This design comes from an exercise in tuning for a short achievable clock period and few clock cycles on the open sky130 flow, not from production work.
The RTL was checked by simulation tests, not by an equivalence proof against the original design.
Power figures rest on the tool's default switching activity, not on a simulated workload.

## cpu_top
module cpu_top (
    input  logic                      clock,
    input  logic                      arst_n,
    output logic [32-1:0]     imem_addr,
    input  logic [32-1:0]     imem_rdata,
    output logic [32-1:0]     dmem_addr,
    output logic [32-1:0]     dmem_wdata,
    output logic                      dmem_wren,
    input  logic [32-1:0]     dmem_rdata,
    output logic [5-1:0] rf_raddr_a,
    output logic [5-1:0] rf_raddr_b,
    input  logic [32-1:0]     rf_rdata_a,
    input  logic [32-1:0]     rf_rdata_b,
    output logic                      rf_wen,
    output logic [5-1:0] rf_widx,
    output logic [32-1:0]     rf_wdata
);
Settings: LEC_CHECK=0, ABC_CLOCK_PERIOD_IN_PS=3300, CAP_MARGIN=20, CORE_MARGIN=2, CORE_UTILIZATION=40, SETUP_SLACK_MARGIN=5, SLEW_MARGIN=20, TNS_END_PERCENT=100; clock period 9.0 ns.
standard.sh (not shown) runs the stock make flow with config.mk's settings and CLKGATE_MAP_FILE= SYNTH_SCRIPT=/design/flow/synth_recipe.tcl, a recipe that flattens the netlist after the stock synthesis.
==> flow/flow/run.sh <==
#!/bin/bash
# The standard layout, with timing repair aiming somewhat below the clock
# period: repair_timing keeps working until the setup slack reaches
# SETUP_SLACK_MARGIN. Make's output goes to standard.log, ORFS's own logs to
# orfs/logs.
set -euo pipefail
bash standard.sh SETUP_SLACK_MARGIN=5.8 finish > standard.log 2>&1
Testbench counts at the start, summed over its fixed seeds: cycles 47,641.
Then changed:
ABC_CLOCK_PERIOD_IN_PS = 2000   (was 3300)
PLACE_DENSITY = 0.7   (was unset)
Critical path depth grows by 3; total power shrinks by about 0.4%; hold slack loses 0.0033 ns; maximum frequency shrinks by about 0.35%.
Then changed:
--- a/flow/flow/run.sh
+++ b/flow/flow/run.sh
@@ -5,3 +5,3 @@
 # orfs/logs.
 set -euo pipefail
-bash standard.sh SETUP_SLACK_MARGIN=5.8 finish > standard.log 2>&1
+bash standard.sh SETUP_SLACK_MARGIN=5.5 finish > standard.log 2>&1
PLACE_DENSITY = unset   (was 0.7)
What happened: Worst setup slack loses 0.22 ns; via count drops by a few percent; clock skew climbs by 0.0031 ns; worst hold slack gains 0.0035 ns; global-route usage climbs by 0.38 points; routed wire length climbs slightly; total power drops by a few percent; flip-flop and latch count is unchanged.
Then changed:
--- a/flow/flow/run.sh
+++ b/flow/flow/run.sh
@@ -5,3 +5,3 @@
 # orfs/logs.
 set -euo pipefail
-bash standard.sh SETUP_SLACK_MARGIN=5.5 finish > standard.log 2>&1
+bash standard.sh SETUP_SLACK_MARGIN=5.8 finish > standard.log 2>&1
ABC_CLOCK_PERIOD_IN_PS = 1200   (was 2000)
Result: The new run passed the timing, DRC and antenna checks. Cell count rises slightly. Clock skew is higher by 0.012 ns. Sequential power fell slightly. Power increases by a few percent. Setup slack gains 0.23 ns. Maximum frequency goes up by a little under a tenth. Die area is unchanged. Combinational power is higher by roughly a tenth. Non-clock buffer count came out higher by 101. Final area is higher by a few percent. First-iteration DRC count goes up by a few percent.

========
## P
Another version of the RTL of cpu_top (not shown whole).
For scale: roughly 880 flip-flops, roughly 44000 µm² of cells after synthesis.
==> flow/config.mk <==
export PLATFORM = sky130hd
export DESIGN_NAME = cpu_top
export DESIGN_NICKNAME = cpu_top
export VERILOG_FILES = /design/flow/design.v
export SDC_FILE = /design/flow/constraint.sdc
export NUM_CORES = 4
export LEC_CHECK = 0
export ABC_CLOCK_PERIOD_IN_PS = 2000
export CAP_MARGIN = 20
export CORE_MARGIN = 2
export CORE_UTILIZATION = 40
export SETUP_SLACK_MARGIN = 5
export SLEW_MARGIN = 20
export TNS_END_PERCENT = 100
==> flow/constraint.sdc <==
create_clock -name core_clock -period 9.0 [get_ports {clock}]
set_input_delay 1.8000 -clock core_clock [delete_from_list [all_inputs] [get_ports {clock}]]
set_output_delay 1.8000 -clock core_clock [all_outputs]
set_load 0.01 [all_outputs]
run.sh (not shown) runs the stock make flow with config.mk's settings and CLKGATE_MAP_FILE= SYNTH_SCRIPT=/design/flow/synth_recipe.tcl, a recipe that flattens the netlist after the stock synthesis.
Stock flow here: none of the scripts above is used.
Testbench counts of P, summed over its fixed seeds: cycles 47,728.
--- input diff P..Q ---
==> flow/flow/run.sh (new file) <==
#!/bin/bash
# The standard layout, with timing repair aiming somewhat below the clock
# period: repair_timing keeps working until the setup slack reaches
# SETUP_SLACK_MARGIN. Make's output goes to standard.log, ORFS's own logs to
# orfs/logs.
set -euo pipefail
bash standard.sh SETUP_SLACK_MARGIN=5.8 finish > standard.log 2>&1
==> flow/standard.sh (new file) <==
#!/bin/bash
# synth_recipe.tcl (not shown) runs the flow's synth.tcl, then flattens the netlist and writes it again
# the make line also repeats each setting of config.mk as NAME=value (left out here)
make -C /OpenROAD-flow-scripts/flow DESIGN_CONFIG=/design/flow/config.mk WORK_HOME=/design/flow/orfs CLKGATE_MAP_FILE= SYNTH_SCRIPT=/design/flow/synth_recipe.tcl "${@:-finish}"
removed: flow/run.sh
[summary]
Diff P -> Q: cell count after placement has remained practically unchanged; total power has increased; power consumed by sequential cells has decreased.

[separate check: timing with driven ports]
The results above use ideal ports. As a check the final layouts listed here were re-extracted and re-timed, cells and wires unchanged.
Step 1 (the two cells are an assumption about what drives the block):
set clk [get_ports {clock}]
set_driving_cell -lib_cell sky130_fd_sc_hd__clkbuf_16 $clk
set_driving_cell -lib_cell sky130_fd_sc_hd__buf_2 [delete_from_list [all_inputs] $clk]
Step 2 adds t to the input delays and takes it off the output delays; t is the mean of the earliest and latest rising clock arrival at the registers after step 1. Input paths then give back, and output paths get back, about the clock's delay inside the block.
a / b / c = no drivers / after step 1 / after step 2; a / b = the first two.
run | t (ns) | slack for setup (ns) | hold slack, ns | worst register clock-pin slew, ns
the first run of note 1 | 0.702 | 5.745 / 5.745 / 5.072 | 0.326 / 0.326 / 0.326 | 0.07 / 0.07
the second run of note 1 | 0.694 | 5.734 / 5.744 / 5.062 | 0.322 / 0.322 / 0.322 | 0.07 / 0.07
the third run of note 1 | 0.693 | 5.517 / 5.468 / 4.997 | 0.326 / 0.326 / 0.326 | 0.07 / 0.07
the fourth run of note 1 | 0.702 | 5.745 / 5.745 / 5.072 | 0.326 / 0.326 / 0.326 | 0.07 / 0.07
P | 0.744 | 5.004 / 5.049 / 4.306 | 0.312 / 0.312 / 0.312 | 0.07 / 0.07
Q | 0.766 | 5.259 / 5.235 / 4.469 | 0.311 / 0.311 / 0.311 | 0.07 / 0.07
After both steps setup and hold are still met in every run listed. The setup slack of Q, which loses most, moves by -0.024 ns with the drivers and by -0.790 ns with both steps.
